This design comes from an exercise in tuning for small area, a short achievable clock period and few clock cycles per item on the open sky130 flow, not from production work.
In this exercise RTL edits were held to simulation tests only and were not proved equivalent to the original.

==> flow/design.v <==
package pfa_pkg;
    localparam int unsigned FIELD_W = 30;
    localparam logic [FIELD_W-1:0] FIELD_PRIME = 30'd998244353;
    localparam logic [1:0] OP_ADD = 2'd0;
    localparam logic [1:0] OP_SUB = 2'd1;
    localparam logic [1:0] OP_MUL = 2'd2;
    localparam logic [1:0] OP_DIV = 2'd3;
endpackage
module pfa_mulmod (
    input  logic [31:0] i_ws,
    input  logic [31:0] i_wc,
    input  logic [6:0]  i_q,
    input  logic [29:0] i_x,
    input  logic [3:0]  i_d,
    output logic [31:0] o_ws,
    output logic [31:0] o_wc,
    output logic [6:0]  o_q,
    output logic [8:0]  o_hq
);
    localparam logic [255:0] QTAB_0 = 256'h0c3c7878f0f1e1c3c3878f0f1e1c3c3878f0f1e1e3c387870f1e1e3c387870f0;
    localparam logic [255:0] QTAB_1 = 256'h0fc07f80ff01fe03fc07f00fe01fc03f80ff01fe03fc07f80fe01fc03f807f00;
    localparam logic [255:0] QTAB_2 = 256'h00007fff0001fffc0007fff0001fffc000fffe0003fff8000fffe0003fff8000;
    localparam logic [255:0] QTAB_3 = 256'h00007ffffffe00000007ffffffe0000000fffffffc0000000fffffffc0000000;
    localparam logic [255:0] QTAB_4 = 256'h00007ffffffffffffff800000000000000fffffffffffffff000000000000000;
    localparam logic [255:0] QTAB_5 = 256'h00007fffffffffffffffffffffffffffff000000000000000000000000000000;
    localparam logic [255:0] QTAB_6 = 256'h0fff800000000000000000000000000000000000000000000000000000000000;
    logic [35:0] w_a0, w_a1, w_a2, w_p0, w_p1, w_p2, w_p3;
    logic [35:0] w_s1, w_c1, w_s2, w_c2, w_s3, w_c3, w_s4, w_c4, w_s5, w_c5;
    logic [35:0] w_m1, w_m2, w_m3, w_m4, w_m5;
    logic [7:0]  w_t;
    logic [8:0]  w_h;
    localparam logic [127:0] HQ_0 = 128'haaaaaaaaaaaaaaaaaaaaaaaaaaaaaaaa;
    localparam logic [127:0] HQ_1 = 128'h66666666666666666666666666666666;
    localparam logic [127:0] HQ_2 = 128'h1e1e1e1e1e1e1e1e1e1e1e1e1e1e1e1e;
    localparam logic [127:0] HQ_3 = 128'hab54ab54ab54ab54ab54ab54ab54ab54;
    localparam logic [127:0] HQ_4 = 128'h66cd993266cd993266cd993266cd9932;
    localparam logic [127:0] HQ_5 = 128'h1e3c78f1e1c3870e1e3c78f1e1c3870e;
    localparam logic [127:0] HQ_6 = 128'h01fc07f01fc07f01fe03f80fe03f80fe;
    localparam logic [127:0] HQ_7 = 128'h5556aaa5556aaa5554aaad554aaad554;
    localparam logic [127:0] HQ_8 = 128'h9998ccc66673339998ccce6673331998;
    assign w_h  = {HQ_8[i_q], HQ_7[i_q], HQ_6[i_q], HQ_5[i_q], HQ_4[i_q],
                   HQ_3[i_q], HQ_2[i_q], HQ_1[i_q], HQ_0[i_q]};
    assign o_hq = w_h;
    function automatic logic [35:0] maj(input logic [35:0] a, input logic [35:0] b,
                                        input logic [35:0] c);
        maj = (a & b) | (a & c) | (b & c);
    endfunction
    assign w_a0 = {i_ws, 4'b0};
    assign w_a1 = {i_wc, 4'b0};
    assign w_a2 = {~{w_h, 16'b0, i_q}, 4'b0};
    assign w_p0 = 36'(i_x & {30{i_d[0]}});
    assign w_p1 = 36'({i_x & {30{i_d[1]}}, 1'b0});
    assign w_p2 = 36'({i_x & {30{i_d[2]}}, 2'b0});
    assign w_p3 = 36'({i_x & {30{i_d[3]}}, 3'b0});
    assign w_m1 = maj(w_a0, w_a1, w_p0);
    assign w_s1 = w_a0 ^ w_a1 ^ w_p0;
    assign w_c1 = {w_m1[34:0], 1'b0};
    assign w_m2 = maj(w_p1, w_p2, w_p3);
    assign w_s2 = w_p1 ^ w_p2 ^ w_p3;
    assign w_c2 = {w_m2[34:0], 1'b0};
    assign w_m3 = maj(w_s1, w_c1, w_a2);
    assign w_s3 = w_s1 ^ w_c1 ^ w_a2;
    assign w_c3 = {w_m3[34:0], 1'b0};
    assign w_m4 = maj(w_s3, w_c3, w_s2);
    assign w_s4 = w_s3 ^ w_c3 ^ w_s2;
    assign w_c4 = {w_m4[34:0], 1'b0};
    assign w_m5 = maj(w_s4, w_c4, w_c2);
    assign w_s5 = w_s4 ^ w_c4 ^ w_c2;
    assign w_c5 = {w_m5[34:0], 1'b0};
    pfa_fadd #(.W(8)) u_tadd (
        .i_a (w_s5[35:28]),
        .i_b (w_c5[35:28]),
        .i_c (1'b0),
        .o_s (w_t),
        .o_c ()
    );
    assign o_q = {QTAB_6[w_t], QTAB_5[w_t], QTAB_4[w_t], QTAB_3[w_t],
                  QTAB_2[w_t], QTAB_1[w_t], QTAB_0[w_t]};
    assign o_ws = w_s5[31:0];
    assign o_wc = {w_c5[31:1], 1'b1};
endmodule
module pfa_fadd #(
    parameter int W = 32
) (
    input  logic [W-1:0] i_a,
    input  logic [W-1:0] i_b,
    input  logic         i_c,
    output logic [W-1:0] o_s,
    output logic         o_c
);
    logic [W-1:0] w_g;
    logic [W-1:0] w_p;
    logic [W-1:0] w_gg;
    logic [W-1:0] w_pp;
    assign w_g = i_a & i_b;
    assign w_p = i_a ^ i_b;
    always_comb begin
        logic [W-1:0] g;
        logic [W-1:0] p;
        g = w_g;
        p = w_p;
        for (int l = 0; (1 << l) < W; l++) begin
            for (int i = 0; i < W; i++) begin
                if (((i >> l) & 1) == 1) begin
                    g[i] = g[i] | (p[i] & g[((i >> l) << l) - 1]);
                    p[i] = p[i] & p[((i >> l) << l) - 1];
                end
            end
        end
        w_gg = g;
        w_pp = p;
    end
    assign o_s = w_p ^ {w_gg[W-2:0] | (w_pp[W-2:0] & {(W-1){i_c}}), i_c};
    assign o_c = w_gg[W-1] | (w_pp[W-1] & i_c);
endmodule
module pfa_dpath (
    input  logic [29:0] i_u,
    input  logic [29:0] i_v,
    output logic        o_sel_u,
    output logic [2:0]  o_k,
    output logic [29:0] o_t,
    output logic        o_t_one
);
    logic [29:0] w_g;
    logic [29:0] w_p;
    logic [29:0] w_gg;
    logic [29:0] w_pp;
    logic [29:0] w_s0;
    logic [29:0] w_s1;
    logic        w_ge;
    logic [29:0] w_t;
    logic [4:0]  w_tl;
    logic        w_one1;
    logic        w_one0;
    logic [29:0] w_a;
    logic [29:0] w_b;
    assign w_a = i_u & {30{!(i_u[0] && !i_v[0])}};
    assign w_b = i_v & {30{i_u[0]}};
    assign w_g = w_a & ~w_b;
    assign w_p = w_a ^ ~w_b;
    always_comb begin
        logic [29:0] g;
        logic [29:0] p;
        g = w_g;
        p = w_p;
        for (int l = 0; l < 5; l++) begin
            for (int i = 0; i < 30; i++) begin
                if (((i >> l) & 1) == 1) begin
                    g[i] = g[i] | (p[i] & g[((i >> l) << l) - 1]);
                    p[i] = p[i] & p[((i >> l) << l) - 1];
                end
            end
        end
        w_gg = g;
        w_pp = p;
    end
    assign w_s0 = w_p ^ {w_gg[28:0], 1'b0};
    assign w_s1 = w_p ^ {w_gg[28:0] | w_pp[28:0], 1'b1};
    assign w_ge = w_gg[29] | w_pp[29];
    assign o_sel_u = w_ge;
    assign w_t     = w_ge ? w_s1 : ~w_s0;
    assign w_tl    = (!i_u[0]) ? i_u[4:0] : ((!i_v[0]) ? i_v[4:0] : (i_u[4:0] ^ i_v[4:0]));
    always_comb begin
        if (w_tl[1])      o_k = 3'd1;
        else if (w_tl[2]) o_k = 3'd2;
        else if (w_tl[3]) o_k = 3'd3;
        else              o_k = 3'd4;
    end
    always_comb begin
        case (o_k)
            3'd1:    o_t = {1'b0, w_t[29:1]};
            3'd2:    o_t = {2'b0, w_t[29:2]};
            3'd3:    o_t = {3'b0, w_t[29:3]};
            default: o_t = {4'b0, w_t[29:4]};
        endcase
    end
    always_comb begin
        logic [29:0] one;
        one = 30'd1 << o_k;
        w_one1 = (w_s1 == one);
        w_one0 = (~w_s0 == one);
    end
    assign o_t_one = w_ge ? w_one1 : w_one0;
endmodule
module prime_field_alu (
    input  logic        i_clk,
    input  logic        i_rst_n,
    input  logic        i_in_valid,
    output logic        o_in_ready,
    input  logic [1:0]  i_in_opcode,
    input  logic [29:0] i_in_operand_a,
    input  logic [29:0] i_in_operand_b,
    output logic        o_out_valid,
    input  logic        i_out_ready,
    output logic [29:0] o_out_result
);
    localparam logic [29:0] P = pfa_pkg::FIELD_PRIME;
    logic [31:0] r_1;
    logic [31:0] r_2;
    logic [29:0] r_3;
    logic [29:0] r_4;
    logic [1:0]  r_op;
    logic [2:0]  r_cnt;
    logic        r_busy;
    logic        r_done;
    logic        r_u_one;
    logic        r_mx;
    logic        r_my;
    logic        r_sub;
    logic        r_mf;
    logic        r_gs;
    logic [29:0] r_out;
    logic [6:0]  r_q;
    logic [8:0]  w_hq;
    logic        r_out_v;
    logic        w_is_mul;
    logic        w_is_div;
    logic        w_in_mul;
    logic        w_in_div;
    logic        w_complete;
    logic        w_out_free;
    logic        w_wr_out;
    logic        w_ready;
    logic        w_accept;
    logic        w_mul_step;
    logic        w_div_step;
    logic [29:0] w_a_red;
    logic        w_done0;
    logic        w_u_one0;
    logic        w_u_odd;
    logic        w_v_odd;
    logic [29:0] w_b_red;
    logic        w_mask_x;
    logic        w_mask_y;
    logic        w_sub;
    logic        w_mf;
    logic [31:0] w_x;
    logic [31:0] w_y;
    logic [33:0] w_y1;
    logic [33:0] w_k;
    logic [33:0] w_s1;
    logic [33:0] w_s2;
    logic [4:0]  w_l5;
    logic [3:0]  w_lrs;
    logic [3:0]  w_lg;
    logic [4:0]  w_le;
    logic [3:0]  w_lr;
    logic [29:0] w_ha;
    logic [29:0] w_hb;
    logic [29:0] w_hc;
    logic [6:0]  w_q1;
    logic [8:0]  w_h2q;
    logic [31:0] w_zq;
    logic [31:0] w_zq1;
    logic [6:0]  w_nq;
    logic [3:0]  w_mk;
    logic [3:0]  w_m;
    logic [5:0]  w_mi;
    logic [10:0] w_m119;
    logic        w_use2;
    logic [29:0] w_c1s;
    logic [29:0] w_c1m;
    logic [33:0] w_c2s;
    logic [33:0] w_c2m;
    logic [29:0] w_h1;
    logic [29:0] w_h2;
    logic [2:0]  w_gk;
    logic        w_pick2;
    logic [29:0] w_madd;
    logic [31:0] w_us;
    logic [31:0] w_uc;
    logic        w_sel_u;
    logic [29:0] w_t;
    logic [29:0] w_z;
    logic        w_t_one;
    function automatic logic [29:0] reduce(input logic [29:0] v);
        logic        lo_zero;
        logic        ge;
        logic [22:0] dec;
        logic [6:0]  hi119;
        logic [6:0]  hi120;
        lo_zero = (v[22:0] == 23'd0);
        ge      = (v[29:23] > 7'd119) || (v[29:23] == 7'd119 && !lo_zero);
        for (int i = 0; i < 23; i++) begin
            dec[i] = v[i] ^ ((v[22:0] & ((23'd1 << i) - 23'd1)) == 23'd0);
        end
        hi119   = v[29:23] - 7'd119;
        hi120   = v[29:23] - 7'd120;
        reduce  = ge ? {(lo_zero ? hi120 : hi119), dec} : v;
    endfunction
    assign w_is_mul   = (r_op == pfa_pkg::OP_MUL);
    assign w_is_div   = (r_op == pfa_pkg::OP_DIV);
    assign w_in_mul   = (i_in_opcode == pfa_pkg::OP_MUL);
    assign w_in_div   = (i_in_opcode == pfa_pkg::OP_DIV);
    assign w_complete = r_busy && (!r_op[1] || (w_is_mul && r_cnt == 3'd7) ||
                                   (w_is_div && r_done));
    assign w_out_free = !r_out_v || i_out_ready;
    assign w_wr_out   = w_complete && w_out_free;
    assign w_ready    = !r_busy || w_wr_out;
    assign w_accept   = i_in_valid && w_ready;
    assign w_mul_step = r_busy && w_is_mul && r_cnt != 3'd7;
    assign w_div_step = r_busy && w_is_div && !r_done;
    assign w_a_red = reduce(i_in_operand_a);
    assign w_b_red = reduce(i_in_operand_b);
    assign w_u_one0 = (i_in_operand_b == 30'd1) || (i_in_operand_b == P + 30'd1);
    assign w_done0 = (i_in_operand_b[29:1] == 29'd0) || (i_in_operand_b == P) ||
                     (i_in_operand_b == P + 30'd1);
    assign w_u_odd = w_sel_u ? w_t[0] : r_3[0];
    assign w_v_odd = w_sel_u ? r_4[0] : w_t[0];
    assign w_mask_x = r_mx;
    assign w_mask_y = r_my;
    assign w_sub    = r_sub;
    assign w_mf     = r_mf;
    assign w_x   = {r_1[31:30] & {2{w_mf}}, r_1[29:0] & {30{w_mask_x}}};
    assign w_y   = {r_2[31:30] & {2{w_mf}}, r_2[29:0] & {30{w_mask_y}}};
    assign w_y1  = w_sub ? ~{2'b0, w_y} : {2'b0, w_y};
    assign w_q1  = r_q + 7'd1;
    assign w_h2q = w_hq + 9'd119;
    assign w_zq  = ~{w_hq, 16'b0, r_q};
    assign w_zq1 = ~{w_h2q, 16'b0, w_q1};
    assign w_l5  = {1'b0, w_x[3:0]} + {1'b0, w_y1[3:0]} + 5'(w_sub);
    always_comb begin
        case (w_gk)
            3'd1:    w_mk = 4'b0001;
            3'd2:    w_mk = 4'b0011;
            3'd3:    w_mk = 4'b0111;
            default: w_mk = 4'b1111;
        endcase
    end
    assign w_lrs  = r_1[3:0] + r_2[3:0];
    assign w_lg   = r_mx ? (r_my ? w_lrs : r_1[3:0]) : r_2[3:0];
    assign w_m    = 4'(-w_lg) & w_mk;
    assign w_use2 = ((w_lg & w_mk) == 4'd1);
    assign w_lr   = r_gs ? w_m : (w_mf ? w_zq[3:0] : 4'd0);
    assign w_le   = {1'b0, w_l5[3:0]} + {1'b0, w_lr};
    localparam logic [63:0] M119_0 = 64'haaaaaaaaaaaaaaaa;
    localparam logic [63:0] M119_1 = 64'hccccccccccccaaaa;
    localparam logic [63:0] M119_2 = 64'hf0f0f0f0eeeeaaaa;
    localparam logic [63:0] M119_3 = 64'h55aa545444440000;
    localparam logic [63:0] M119_4 = 64'h993298988888aaaa;
    localparam logic [63:0] M119_5 = 64'he1c2e0e0eeeeaaaa;
    localparam logic [63:0] M119_6 = 64'hfe02fefeeeeeaaaa;
    localparam logic [63:0] M119_7 = 64'h5556545444440000;
    localparam logic [63:0] M119_8 = 64'h3330323222220000;
    localparam logic [63:0] M119_9 = 64'h0f0e0e0e00000000;
    localparam logic [63:0] M119_10 = 64'h00fe000000000000;
    assign w_mi   = {w_gk[1:0] - 2'd1, w_lg};
    assign w_m119 = {M119_10[w_mi], M119_9[w_mi], M119_8[w_mi], M119_7[w_mi],
                     M119_6[w_mi], M119_5[w_mi], M119_4[w_mi], M119_3[w_mi],
                     M119_2[w_mi], M119_1[w_mi], M119_0[w_mi]};
    assign w_ha  = {2'b0, w_x[31:4]};
    assign w_hb  = w_y1[33:4];
    assign w_hc  = r_gs ? {w_m119, 19'b0} : (w_mf ? {2'b0, w_zq[31:4]} : 30'd0);
    assign w_c1s = w_ha ^ w_hb ^ w_hc;
    assign w_c1m = (w_ha & w_hb) | (w_ha & w_hc) | (w_hb & w_hc);
    pfa_fadd #(.W(30)) u_add1 (
        .i_a (w_c1s),
        .i_b ({w_c1m[28:0], w_le[4]}),
        .i_c (w_l5[4]),
        .o_s (w_s1[33:4]),
        .o_c ()
    );
    assign w_s1[3:0] = w_le[3:0];
    assign w_k   = w_mf ? {2'b0, w_zq1} : (w_sub ? 34'(P) : 34'(-{4'b0, P}));
    assign w_c2s = {2'b0, w_x} ^ w_y1 ^ w_k;
    assign w_c2m = ({2'b0, w_x} & w_y1) | ({2'b0, w_x} & w_k) | (w_y1 & w_k);
    pfa_fadd #(.W(34)) u_add2 (
        .i_a (w_c2s),
        .i_b ({w_c2m[32:0], w_sub}),
        .i_c (1'b0),
        .o_s (w_s2),
        .o_c ()
    );
    assign w_pick2 = w_sub ? w_s1[33] : (w_mf ? !w_s2[31] : !w_s2[33]);
    assign w_madd  = w_pick2 ? w_s2[29:0] : w_s1[29:0];
    always_comb begin
        case (w_gk)
            3'd1:    begin w_h1 = w_s1[30:1]; w_h2 = {1'b0, w_s2[29:1]}; end
            3'd2:    begin w_h1 = w_s1[31:2]; w_h2 = {2'b0, w_s2[29:2]}; end
            3'd3:    begin w_h1 = w_s1[32:3]; w_h2 = {3'b0, w_s2[29:3]}; end
            default: begin w_h1 = w_s1[33:4]; w_h2 = {4'b0, w_s2[29:4]}; end
        endcase
    end
    assign w_z = (w_pick2 && w_use2) ? w_h2 : w_h1;
    pfa_mulmod u_mulmod (
        .i_ws (r_1),
        .i_wc (r_2),
        .i_q  (r_q),
        .i_x  (r_4),
        .i_d  (r_3[27:24]),
        .o_ws (w_us),
        .o_wc (w_uc),
        .o_q  (w_nq),
        .o_hq (w_hq)
    );
    pfa_dpath u_gcd (
        .i_u     (r_3),
        .i_v     (r_4),
        .o_sel_u (w_sel_u),
        .o_k     (w_gk),
        .o_t     (w_t),
        .o_t_one (w_t_one)
    );
    always_ff @(posedge i_clk) begin
        if (w_accept) begin
            r_1     <= w_in_mul ? 32'(i_in_operand_a & {30{i_in_operand_b[28]}}) : 32'(w_a_red);
            r_2     <= w_in_mul ? 32'({i_in_operand_a & {30{i_in_operand_b[29]}}, 1'b1}) :
                       (w_in_div ? 32'd0 : 32'(w_b_red));
            r_q     <= '0;
            r_3     <= i_in_operand_b;
            r_4     <= w_in_div ? P : i_in_operand_a;
            r_op    <= i_in_opcode;
            r_cnt   <= '0;
            r_done  <= w_done0;
            r_u_one <= w_u_one0;
            r_sub   <= (i_in_opcode == pfa_pkg::OP_SUB) || (w_in_div && w_done0 && !w_u_one0);
            r_mf    <= w_in_mul;
            r_gs    <= w_in_div && !w_done0;
            r_mx    <= !w_in_div || !w_done0 || w_u_one0;
            r_my    <= !w_in_div || (w_done0 ? !w_u_one0 : i_in_operand_b[0]);
        end else if (w_mul_step) begin
            r_1   <= w_us;
            r_2   <= w_uc;
            r_q   <= w_nq;
            r_3   <= {r_3[25:0], 4'b0};
            r_cnt <= r_cnt + 3'd1;
        end else if (w_div_step) begin
            if (w_sel_u) begin
                r_3 <= w_t;
                r_1 <= 32'(w_z);
            end else begin
                r_4 <= w_t;
                r_2 <= 32'(w_z);
            end
            r_done  <= w_t_one;
            r_u_one <= w_sel_u;
            r_sub   <= w_t_one && !w_sel_u;
            r_gs    <= !w_t_one;
            r_mx    <= w_t_one ? w_sel_u : !(w_u_odd && !w_v_odd);
            r_my    <= w_t_one ? !w_sel_u : w_u_odd;
        end
        if (w_wr_out) begin
            r_out <= w_madd;
        end
    end
    always_ff @(posedge i_clk) begin
        if (!i_rst_n) begin
            r_busy  <= 1'b0;
            r_out_v <= 1'b0;
        end else begin
            if (w_accept) begin
                r_busy <= 1'b1;
            end else if (w_wr_out) begin
                r_busy <= 1'b0;
            end
            if (w_wr_out) begin
                r_out_v <= 1'b1;
            end else if (i_out_ready) begin
                r_out_v <= 1'b0;
            end
        end
    end
    assign o_in_ready   = w_ready;
    assign o_out_valid  = r_out_v;
    assign o_out_result = r_out;
endmodule
==> flow/run.sh <==
#!/bin/bash
# synth_recipe.tcl (not shown) runs the flow's synth.tcl, then flattens the netlist and writes it again
# the make line also repeats each setting of config.mk as NAME=value (left out here)
make -C /OpenROAD-flow-scripts/flow DESIGN_CONFIG=/design/flow/config.mk WORK_HOME=/design/flow/orfs CLKGATE_MAP_FILE= SYNTH_SCRIPT=/design/flow/synth_recipe.tcl finish
==> flow/config.mk <==
export PLATFORM = sky130hd
export DESIGN_NAME = prime_field_alu
export DESIGN_NICKNAME = prime_field_alu
export VERILOG_FILES = /design/flow/design.v
export SDC_FILE = /design/flow/constraint.sdc
export NUM_CORES = 4
export LEC_CHECK = 0
export CAP_MARGIN = 20
export CORE_MARGIN = 2
export CORE_UTILIZATION = 55
export PLACE_DENSITY = 0.7
export SETUP_SLACK_MARGIN = 4
export SLEW_MARGIN = 20
export TNS_END_PERCENT = 20
==> flow/constraint.sdc <==
create_clock -name core_clock -period 10.0 [get_ports {i_clk}]
set_input_delay 2.0000 -clock core_clock [delete_from_list [all_inputs] [get_ports {i_clk}]]
set_output_delay 2.0000 -clock core_clock [all_outputs]
set_load 0.01 [all_outputs]
==> flow_results.xml, run 1 <==
<?xml version="1.0" encoding="UTF-8"?>
<metrics>
  <group name="status">
    <metric name="status" unit="">finished clean</metric>
  </group>
  <group name="cts">
    <metric name="cts.sink_count" unit="">174</metric>
    <metric name="cts-htree-levels" unit="">4</metric>
    <metric name="tritoncts.num_buffers" unit="">17</metric>
    <metric name="ctsRootBufferMaster" unit="">sky130_fd_sc_hd__clkbuf_16</metric>
    <metric name="cts_tree" unit="">yes</metric>
    <metric name="clock_latency" unit="ns">0.52</metric>
    <metric name="clockBufferDepth" unit="">2</metric>
    <metric name="worst_setup_hold_path_clk_slew" unit="ns">0.08</metric>
  </group>
  <group name="logic_synthesis">
    <metric name="syn_area" unit="um2">26400</metric>
    <metric name="ys_ff_latch" unit="">174</metric>
    <metric name="synth.area.top_cells" unit="">sky130_fd_sc_hd__edfxtp_1 18%, sky130_fd_sc_hd__fa_1 15%, sky130_fd_sc_hd__ha_1 9.7%, sky130_fd_sc_hd__nand2_1 4.9%, sky130_fd_sc_hd__inv_1 4.4%</metric>
    <metric name="sequential_fraction_of_the_synthesis_area" unit="%">19.3</metric>
    <metric name="commonest_register_cell_after_synthesis" unit="">sky130_fd_sc_hd__edfxtp_1</metric>
    <metric name="postSynthCellCount" unit="">3157</metric>
    <metric name="synth_cell_type_count" unit="">98</metric>
    <metric name="synth-async-reset-ratio" unit="%">0</metric>
    <metric name="yosysWarningCount" unit="">6</metric>
    <metric name="mappedNetlistNets" unit="">3630</metric>
    <metric name="synthesis.area_per_instance" unit="um2">8.36</metric>
    <metric name="synth.top_cell.area_share" unit="%">18.4</metric>
    <metric name="library_cell_with_the_largest_summed_area_after_synthesis" unit="">sky130_fd_sc_hd__edfxtp_1</metric>
    <metric name="synth-edff-count" unit="">162</metric>
  </group>
  <group name="routing">
    <metric name="vias_per_cell" unit="">6.86</metric>
    <metric name="drt-initial-drc-count" unit="">3816</metric>
    <metric name="antenna_left" unit="">0</metric>
    <metric name="drt-pass1-iter-count" unit="">10</metric>
    <metric name="drc_errors" unit="">0</metric>
    <metric name="detail_route.wl_per_cell" unit="um">27.7</metric>
    <metric name="routed_wl" unit="um">108000</metric>
    <metric name="dr_total_vias" unit="">26602</metric>
  </group>
  <group name="critical_path">
    <metric name="crit_required" unit="ns">10.26</metric>
    <metric name="timing.critical_path.from_type" unit="">flop</metric>
    <metric name="setup.worst_path.end_class" unit="">flop</metric>
    <metric name="timing.setup.critical_path_class" unit="">reg2reg</metric>
    <metric name="path_max_fanout" unit="">14</metric>
    <metric name="critical_path_arrival" unit="ns">6.89</metric>
  </group>
  <group name="die">
    <metric name="initial_utilization" unit="%">55.5</metric>
    <metric name="die-width" unit="um">223</metric>
    <metric name="core_area" unit="um2">47500</metric>
    <metric name="die_h" unit="um">223</metric>
    <metric name="io_pins" unit="">98</metric>
    <metric name="die-area" unit="um2">49800</metric>
    <metric name="rows" unit="">80</metric>
  </group>
  <group name="flow_run">
    <metric name="number_of_maximum_capacitance_constraint_violations" unit="">0</metric>
  </group>
  <group name="layout">
    <metric name="syn2layout_area_growth" unit="%">14.3</metric>
    <metric name="multiInputGateArea" unit="um2">20200</metric>
    <metric name="layout.core_utilization" unit="%">63.5</metric>
    <metric name="fillers" unit="">4056</metric>
    <metric name="drive_above_1_share" unit="%">11.0</metric>
    <metric name="post-route-cell-area" unit="um2">30200</metric>
    <metric name="sequential_cell_area" unit="um2">5110</metric>
    <metric name="final-instance-count-excl-fill" unit="">3877</metric>
    <metric name="fin_nets" unit="">3718</metric>
  </group>
  <group name="global_routing">
    <metric name="grt_first_pass_wirelength" unit="um">159000</metric>
    <metric name="maximum_number_of_pins_on_one_net_before_global_route_repair" unit="">71</metric>
    <metric name="grt.overflow.total" unit="">0</metric>
    <metric name="grt_use_total" unit="%">42.7</metric>
    <metric name="grt_pass1_vias" unit="">25318</metric>
    <metric name="grt_antenna_before_repair" unit="">3</metric>
  </group>
  <group name="timing">
    <metric name="slew_headroom" unit="%">28.1</metric>
    <metric name="setup_tns" unit="ns">0</metric>
    <metric name="unrepaired_setup_endpoints_after_global_routing" unit="">yes</metric>
    <metric name="final_count_of_pins_violating_max_slew" unit="">0</metric>
    <metric name="post-route-period-util" unit="%">66.3</metric>
    <metric name="final_period_minus_worst_setup_slack" unit="ns">6.63</metric>
    <metric name="timing.final.hold_violations" unit="">0</metric>
    <metric name="timing.final.setup_violations" unit="">0</metric>
    <metric name="clock.fmax" unit="MHz">151</metric>
    <metric name="tightestPinTransition" unit="ns">1.08</metric>
    <metric name="fin_skew" unit="ns">0.0152</metric>
  </group>
  <group name="place">
    <metric name="area_after_dpl" unit="um2">27900</metric>
    <metric name="gpl.final_weighted_congestion" unit="">0.994</metric>
    <metric name="place_inst" unit="">3739</metric>
    <metric name="placement.io_buffers" unit="">97</metric>
    <metric name="dpl.hpwl" unit="um">78700</metric>
  </group>
  <group name="worst_hold_path">
    <metric name="hp-class" unit="">reg2reg</metric>
  </group>
</metrics>
==> through the flow <==
stage / setup WS, ns / hold WS [ns]
2_1_floorplan: 3.31 / 0.440
5_1_grt: 3.20 / 0.502
4_1_cts: 3.83 / 0.470
3_3_place_gp: 1.85 / 0.449
6_report: 3.37 / 0.467
3_5_place_dp: 1.67 / 0.460
==> synthesized netlist by cell type, types with 13 or more instances <==
library cell and n:
sky130_fd_sc_hd__nand4_1 16, sky130_fd_sc_hd__o21ai_0 202, sky130_fd_sc_hd__xnor2_1 113, sky130_fd_sc_hd__fa_1 203, sky130_fd_sc_hd__o22ai_1 58, sky130_fd_sc_hd__buf_2 16
sky130_fd_sc_hd__mux2_2 15, sky130_fd_sc_hd__nor2b_1 14, sky130_fd_sc_hd__a21o_1 43, sky130_fd_sc_hd__a222oi_1 35, sky130_fd_sc_hd__a21oi_1 191, sky130_fd_sc_hd__inv_1 308
sky130_fd_sc_hd__and2_1 171, sky130_fd_sc_hd__a22oi_1 46, sky130_fd_sc_hd__or3_1 13, sky130_fd_sc_hd__buf_1 17, sky130_fd_sc_hd__nand2b_1 24, sky130_fd_sc_hd__nor3_1 41
sky130_fd_sc_hd__a211oi_1 34, sky130_fd_sc_hd__a31oi_1 22, sky130_fd_sc_hd__mux2i_1 47, sky130_fd_sc_hd__and3_1 19, sky130_fd_sc_hd__o31ai_1 16, sky130_fd_sc_hd__xor2_1 47
sky130_fd_sc_hd__ha_1 204, sky130_fd_sc_hd__nand3_1 69, sky130_fd_sc_hd__o211ai_1 44, sky130_fd_sc_hd__nand2_1 345, sky130_fd_sc_hd__edfxtp_1 162, sky130_fd_sc_hd__a221oi_1 30
sky130_fd_sc_hd__nor2_1 188, sky130_fd_sc_hd__clkbuf_1 146
==> cell usage in the layout, fill, tap and decap left out, types with 16 or more instances in the layout <==
cell	netlist	final
sky130_fd_sc_hd__xnor2_1	113	108
sky130_fd_sc_hd__a31oi_1	22	19
sky130_fd_sc_hd__nand4_1	16	16
sky130_fd_sc_hd__nand2b_1	24	24
sky130_fd_sc_hd__and3_1	19	17
sky130_fd_sc_hd__and2_1	171	169
sky130_fd_sc_hd__nor2_1	188	183
sky130_fd_sc_hd__buf_4	1	122
sky130_fd_sc_hd__edfxtp_1	162	162
sky130_fd_sc_hd__fa_1	203	201
sky130_fd_sc_hd__nand3_1	69	67
sky130_fd_sc_hd__a221oi_1	30	28
sky130_fd_sc_hd__o21ai_0	202	185
sky130_fd_sc_hd__xor2_1	47	47
sky130_fd_sc_hd__a222oi_1	35	35
sky130_fd_sc_hd__o211ai_1	44	44
sky130_fd_sc_hd__nand2_1	345	337
sky130_fd_sc_hd__ha_1	204	195
sky130_fd_sc_hd__a22oi_1	46	45
sky130_fd_sc_hd__mux2i_1	47	44
sky130_fd_sc_hd__clkdlybuf4s50_1	0	97
sky130_fd_sc_hd__inv_1	308	298
sky130_fd_sc_hd__a21oi_1	191	183
sky130_fd_sc_hd__nor3_1	41	37
sky130_fd_sc_hd__a211oi_1	34	27
sky130_fd_sc_hd__clkbuf_16	0	17
sky130_fd_sc_hd__o22ai_1	58	58
sky130_fd_sc_hd__a21o_1	43	42
==> final timing paths <==
path	from	to	slack [ns]	cells past startpoint
max	r_3[1]	r_1[8]	3.37	27
min	r_cnt[1]	r_cnt[1]	0.47	2
min reg2reg	r_cnt[1]	r_cnt[1]	0.47	2
max reg2reg	r_3[1]	r_1[8]	3.37	27
==> kinds of logic after synthesis <==
kind of cell	after synthesis	share of synthesized area (%)
compound gates	880	22.2
simple gates	965	17.7
other cells	1	0.0142
mux	69	2.95
fa+ha+maj	407	25.1
buf+inv	498	7.30
xor+xnor	163	5.49
flops	174	19.3
==> registers in the layout (all words and copies together), names as in the netlist, 2 cells and up <==
signal and count:
r_1 32, r_2 32, r_3 30, r_4 30, r_cnt 3, r_op 2
r_out 30, r_q 7
==> cell type report <==
class | instances | share of cell area (%)
multi-input cells | 2493 | 67.0
repair inverters | 1 | 0.0166
well taps | 615 | 2.55
repair buffers | 245 | 7.68
clock buffers | 18 | 1.42
diodes | 4 | 0.0332
inverters | 313 | 4.00
flip-flops and latches | 174 | 16.9
clock inverters | 14 | 0.402
==> repair_timing <==
action | CTS | global route
gates cloned | 10 | 2
hold buffers | 0 | 0
setup buffers | 64 | 26
gates resized for setup | 131 | 52
setup endpoints to repair | 114 | 102
pin swaps | 30 | 26
==> routing by layer <==
metal | vias up | track usage, % | part of all wire (%)
met5 | - | 0 | 0.034
met4 | 4 | 20.8 | 6.0
met3 | 423 | 10.2 | 12
met2 | 1909 | 64.7 | 43
met1 | 12843 | 57.5 | 39
li1 | 11423 | - | -
==> worst max-delay path, cell delays in order, from the launching register on <==
cell	delay, ns
sky130_fd_sc_hd__edfxtp_1	0.47
sky130_fd_sc_hd__inv_1	0.34
sky130_fd_sc_hd__o221a_4	0.27
sky130_fd_sc_hd__buf_4	0.14
sky130_fd_sc_hd__clkinv_1	0.07
sky130_fd_sc_hd__a211o_2	0.43
sky130_fd_sc_hd__nand2_4	0.18
sky130_fd_sc_hd__buf_12	0.17
sky130_fd_sc_hd__nand3_2	0.11
sky130_fd_sc_hd__a21oi_2	0.16
sky130_fd_sc_hd__nand2_1	0.06
sky130_fd_sc_hd__o21ai_0	0.11
sky130_fd_sc_hd__ha_1	0.29
sky130_fd_sc_hd__a21o_1	0.19
sky130_fd_sc_hd__a21o_1	0.20
sky130_fd_sc_hd__ha_4	0.29
sky130_fd_sc_hd__nand3_1	0.09
sky130_fd_sc_hd__a21boi_0	0.27
sky130_fd_sc_hd__o211ai_1	0.15
sky130_fd_sc_hd__a211o_2	0.39
sky130_fd_sc_hd__a211oi_4	0.27
sky130_fd_sc_hd__or2_4	0.17
sky130_fd_sc_hd__or3b_4	0.43
sky130_fd_sc_hd__a31o_4	0.28
sky130_fd_sc_hd__buf_6	0.15
sky130_fd_sc_hd__a2111oi_0	0.40
sky130_fd_sc_hd__or3_1	0.20
sky130_fd_sc_hd__nand2_1	0.06
Testbench counts, summed over its fixed seeds: cycles 16,142, items 3,200.
==> inputs of run 2 (changes only) <==
--- a/flow/config.mk
+++ b/flow/config.mk
@@ -7,8 +7,7 @@
 export LEC_CHECK = 0
 export CAP_MARGIN = 20
 export CORE_MARGIN = 2
-export CORE_UTILIZATION = 55
-export PLACE_DENSITY = 0.7
+export CORE_UTILIZATION = 40
 export SETUP_SLACK_MARGIN = 4
 export SLEW_MARGIN = 20
 export TNS_END_PERCENT = 20
==> flow_results.xml, run 2 <==
<?xml version="1.0" encoding="UTF-8"?>
<metrics>
  <group name="logic_synthesis">
    <metric name="synth-async-reset-ratio" unit="%">0</metric>
    <metric name="synth-edff-count" unit="">162</metric>
    <metric name="synthesis.area_per_instance" unit="um2">8.36</metric>
    <metric name="postSynthCellCount" unit="">3157</metric>
    <metric name="commonest_register_cell_after_synthesis" unit="">sky130_fd_sc_hd__edfxtp_1</metric>
    <metric name="yosysWarningCount" unit="">6</metric>
    <metric name="library_cell_with_the_largest_summed_area_after_synthesis" unit="">sky130_fd_sc_hd__edfxtp_1</metric>
    <metric name="yosysMostFrequentCell" unit="">sky130_fd_sc_hd__nand2_1</metric>
    <metric name="syn_area" unit="um2">26400</metric>
    <metric name="synth.area.top_cells" unit="">sky130_fd_sc_hd__edfxtp_1 18%, sky130_fd_sc_hd__fa_1 15%, sky130_fd_sc_hd__ha_1 9.7%, sky130_fd_sc_hd__nand2_1 4.9%, sky130_fd_sc_hd__inv_1 4.4%</metric>
    <metric name="sequential_fraction_of_the_synthesis_area" unit="%">19.3</metric>
    <metric name="synth.top_cell.area_share" unit="%">18.4</metric>
    <metric name="synth.cells.most_frequent" unit="">345 x sky130_fd_sc_hd__nand2_1, 308 x sky130_fd_sc_hd__inv_1, 204 x sky130_fd_sc_hd__ha_1, 203 x sky130_fd_sc_hd__fa_1, 202 x sky130_fd_sc_hd__o21ai_0</metric>
    <metric name="mappedNetlistNets" unit="">3630</metric>
    <metric name="ys_ff_latch" unit="">174</metric>
    <metric name="synth_cell_type_count" unit="">98</metric>
  </group>
  <group name="die">
    <metric name="rows" unit="">94</metric>
    <metric name="die_h" unit="um">261</metric>
    <metric name="initial_utilization" unit="%">40.3</metric>
    <metric name="die-width" unit="um">261</metric>
    <metric name="io_pins" unit="">98</metric>
    <metric name="core_area" unit="um2">65500</metric>
    <metric name="die-area" unit="um2">68100</metric>
  </group>
  <group name="timing">
    <metric name="setup_tns" unit="ns">0</metric>
    <metric name="fin_skew" unit="ns">0.0141</metric>
    <metric name="tightestPinTransition" unit="ns">1.07</metric>
    <metric name="postLayoutSetupSlackWorst" unit="ns">3.56</metric>
    <metric name="timing.final.hold_violations" unit="">0</metric>
    <metric name="worst_hold_slack" unit="ns">0.467</metric>
    <metric name="timing.final.setup_violations" unit="">0</metric>
    <metric name="slew_headroom" unit="%">28.3</metric>
    <metric name="clock.fmax" unit="MHz">155</metric>
    <metric name="final_count_of_pins_violating_max_slew" unit="">0</metric>
    <metric name="final_period_minus_worst_setup_slack" unit="ns">6.44</metric>
    <metric name="post-route-period-util" unit="%">64.4</metric>
    <metric name="unrepaired_setup_endpoints_after_global_routing" unit="">yes</metric>
  </group>
  <group name="cts">
    <metric name="cts-htree-levels" unit="">4</metric>
    <metric name="clock_latency" unit="ns">0.51</metric>
    <metric name="ctsRootBufferMaster" unit="">sky130_fd_sc_hd__clkbuf_16</metric>
    <metric name="tritoncts.num_buffers" unit="">17</metric>
    <metric name="cts.sink_count" unit="">174</metric>
    <metric name="clockBufferDepth" unit="">2</metric>
    <metric name="cts_tree" unit="">yes</metric>
    <metric name="worst_setup_hold_path_clk_slew" unit="ns">0.08</metric>
    <metric name="cts.hold.buffers_added" unit="">0</metric>
  </group>
  <group name="layout">
    <metric name="drive_above_1_share" unit="%">11.3</metric>
    <metric name="final-instance-count-excl-fill" unit="">4118</metric>
    <metric name="biggestRegsByFlops" unit="">r_1 (32), r_2 (32)</metric>
    <metric name="mostFrequentLayoutCell" unit="">sky130_fd_sc_hd__nand2_1</metric>
    <metric name="fillers" unit="">6400</metric>
    <metric name="antenna_cells" unit="">0</metric>
    <metric name="most_used_cells_in_the_layout_excluding_fill_and_tap_cells" unit="">338 x sky130_fd_sc_hd__nand2_1, 297 x sky130_fd_sc_hd__inv_1, 199 x sky130_fd_sc_hd__fa_1, 196 x sky130_fd_sc_hd__ha_1, 187 x sky130_fd_sc_hd__o21ai_0</metric>
    <metric name="sequential_cell_area" unit="um2">5110</metric>
    <metric name="fin_nets" unit="">3714</metric>
    <metric name="multiInputGateArea" unit="um2">20300</metric>
    <metric name="syn2layout_area_growth" unit="%">16.1</metric>
  </group>
  <group name="routing">
    <metric name="drt-pass1-iter-count" unit="">9</metric>
    <metric name="routed_wl" unit="um">107000</metric>
    <metric name="vias_per_cell" unit="">6.31</metric>
    <metric name="drc_errors" unit="">0</metric>
    <metric name="detail_route.wl_per_cell" unit="um">25.9</metric>
    <metric name="dr_total_vias" unit="">25969</metric>
    <metric name="antenna_left" unit="">0</metric>
    <metric name="drt-initial-drc-count" unit="">3644</metric>
  </group>
  <group name="critical_path">
    <metric name="reg2reg_setup_slack" unit="ns">3.56</metric>
    <metric name="worst_path_largest_cell_delay" unit="ns">0.54</metric>
    <metric name="critical_path_cell_count" unit="">27</metric>
    <metric name="crit-reg2reg-capture" unit="">r_1[15]</metric>
    <metric name="rr_worst_depth" unit="">27</metric>
    <metric name="critical-path-top-cell-by-count" unit="">sky130_fd_sc_hd__buf_6</metric>
    <metric name="path_max_fanout" unit="">6</metric>
    <metric name="cp-startpoint" unit="">r_3[0]</metric>
    <metric name="timing.critical_path.to" unit="">r_1[15]</metric>
    <metric name="crit_buf_inv" unit="">5</metric>
    <metric name="timing.critical_path.from_type" unit="">flop</metric>
    <metric name="category_of_cells_accounting_for_the_largest_share_of_critical_path_delay" unit="">compound AO/OA/AOI/OAI gates</metric>
    <metric name="crit_slowest_cell" unit="">sky130_fd_sc_hd__edfxtp_1</metric>
    <metric name="critical_path_arrival" unit="ns">6.70</metric>
    <metric name="crit_required" unit="ns">10.26</metric>
    <metric name="worst_r2r_startpoint" unit="">r_3[0]</metric>
    <metric name="timing.setup.critical_path_class" unit="">reg2reg</metric>
    <metric name="setup.worst_path.end_class" unit="">flop</metric>
  </group>
  <group name="global_routing">
    <metric name="grt.overflow.total" unit="">0</metric>
    <metric name="grt_first_pass_wirelength" unit="um">158000</metric>
    <metric name="grt_use_total" unit="%">31.0</metric>
    <metric name="grt_antenna_before_repair" unit="">2</metric>
    <metric name="grt_pass1_vias" unit="">24454</metric>
    <metric name="maximum_number_of_pins_on_one_net_before_global_route_repair" unit="">62</metric>
  </group>
  <group name="place">
    <metric name="pre_cts_ws" unit="ns">1.92</metric>
    <metric name="place_inst" unit="">3984</metric>
    <metric name="placement.io_buffers" unit="">97</metric>
    <metric name="dpl.hpwl" unit="um">77200</metric>
    <metric name="gpl.final_weighted_congestion" unit="">0.969</metric>
  </group>
  <group name="worst_hold_path">
    <metric name="hp-class" unit="">reg2reg</metric>
  </group>
  <group name="flow_run">
    <metric name="number_of_maximum_capacitance_constraint_violations" unit="">0</metric>
  </group>
  <group name="status">
    <metric name="status" unit="">finished clean</metric>
  </group>
</metrics>
-- run 2: changes by cell type in the layout (fill, tap and decap cells not counted), sizes merged --
| cell | before | now |
|---|---|---|
| diode | 4 | 0 |
| clkbuf | 18 | 20 |
| clkinv | 6 | 7 |
| inv | 315 | 312 |
| clkinvlp | 7 | 11 |
| o2bb2ai | 4 | 5 |
| buf | 146 | 138 |
| a31oi | 24 | 23 |
-- run 2: final cells by class --
cell class                 count  share of cell area (%)
multi-input combinational   2493                    66.4
inverter                     313                    3.96
clock buffer                  17                    1.39
clock inverter                15                   0.535
tap                          864                    3.53
timing repair buffer         240                    7.51
sequential                   174                    16.7
timing repair inverter         2                  0.0408
-- run 2: per-stage QoR --
step / utilization [%] / area [um2]
global placement: 43.0 / 28200
detailed placement: 43.0 / 28200
CTS: 46.0 / 30100
finish: 46.8 / 30600
global route: 46.8 / 30600
floorplan: - / 26400
-- run 2: worst min path at each step --
stage                     cells past startpoint      from  slack (ns)  endpoint
after floorplan                               2  r_cnt[1]        0.44  r_cnt[1]
after global placement                        2  r_cnt[1]        0.45  r_cnt[1]
after detailed placement                      2  r_cnt[2]        0.46  r_cnt[2]
after CTS                                     2  r_cnt[2]        0.47  r_cnt[2]
after global routing                          2  r_cnt[1]        0.52  r_cnt[1]
final                                         2  r_cnt[2]        0.47  r_cnt[2]
-- run 2: kinds of logic (layout without fill, tap and decap cells) --
kind of cell	Yosys count	in the layout	share of synthesized area, %
compound gates	880	887	22.2
xor+xnor	163	163	5.49
fa+ha+maj	407	407	25.1
buf+inv	498	587	7.30
flops	174	174	19.3
mux	69	69	2.95
other cells	1	1	0.0142
simple gates	965	966	17.7
-- run 2: layer usage --
layer	up-vias	GRT usage (%)	wire (um)
li1	11399	-	-
met1	12588	43.0	43300
met2	1678	46.9	46300
met3	304	5.67	11400
met4	0	14.2	5470
met5	-	0	0
-- run 2: worst min-delay path: cells and delay by family (launching register included) --
family	cells	cell delay (ns)
compound gates	1	0.06
flops	1	0.32
simple gates	1	0.05
-- run 2: repair_timing --
item / 4_1_cts / 5_1_grt
setup endpoints to repair: 102 / 102
pin swaps: 37 / 32
gates resized for setup: 150 / 60
buffers inserted: 61 / 26
cloned: 12 / 3

## static timing again, ports no longer ideal
The flow's constraints put no driver on any port. The routed layouts listed below were extracted and timed again, unchanged, in two steps.
Step 1 assumes that a clkbuf_16 drives the clock port and a buf_2 every other input.
Step 2 moves the port delays by t, midway between the first and last clock arrival at a register: inputs arrive t later, outputs are due t later. That takes back most of the time a late clock gives input paths.
Slacks: no drivers / after step 1 / after step 2; pairs: no drivers / after step 1.
| run | t, ns | setup WS [ns] | worst setup path after step 2 | latest minus earliest clock arrival (ns) | cell pins on the clock port's net |
|---|---|---|---|---|---|
| run 1 | 0.571 | 3.371 / 3.371 / 3.179 | input to register | 0.015 / 0.015 | 1 |
| run 2 | 0.570 | 3.561 / 3.561 / 3.127 | input to register | 0.014 / 0.015 | 1 |
After both steps every run listed still meets setup and hold. For run 2, which loses most, drivers alone change the setup slack by 0.000 ns; drivers and shift together by -0.434 ns.
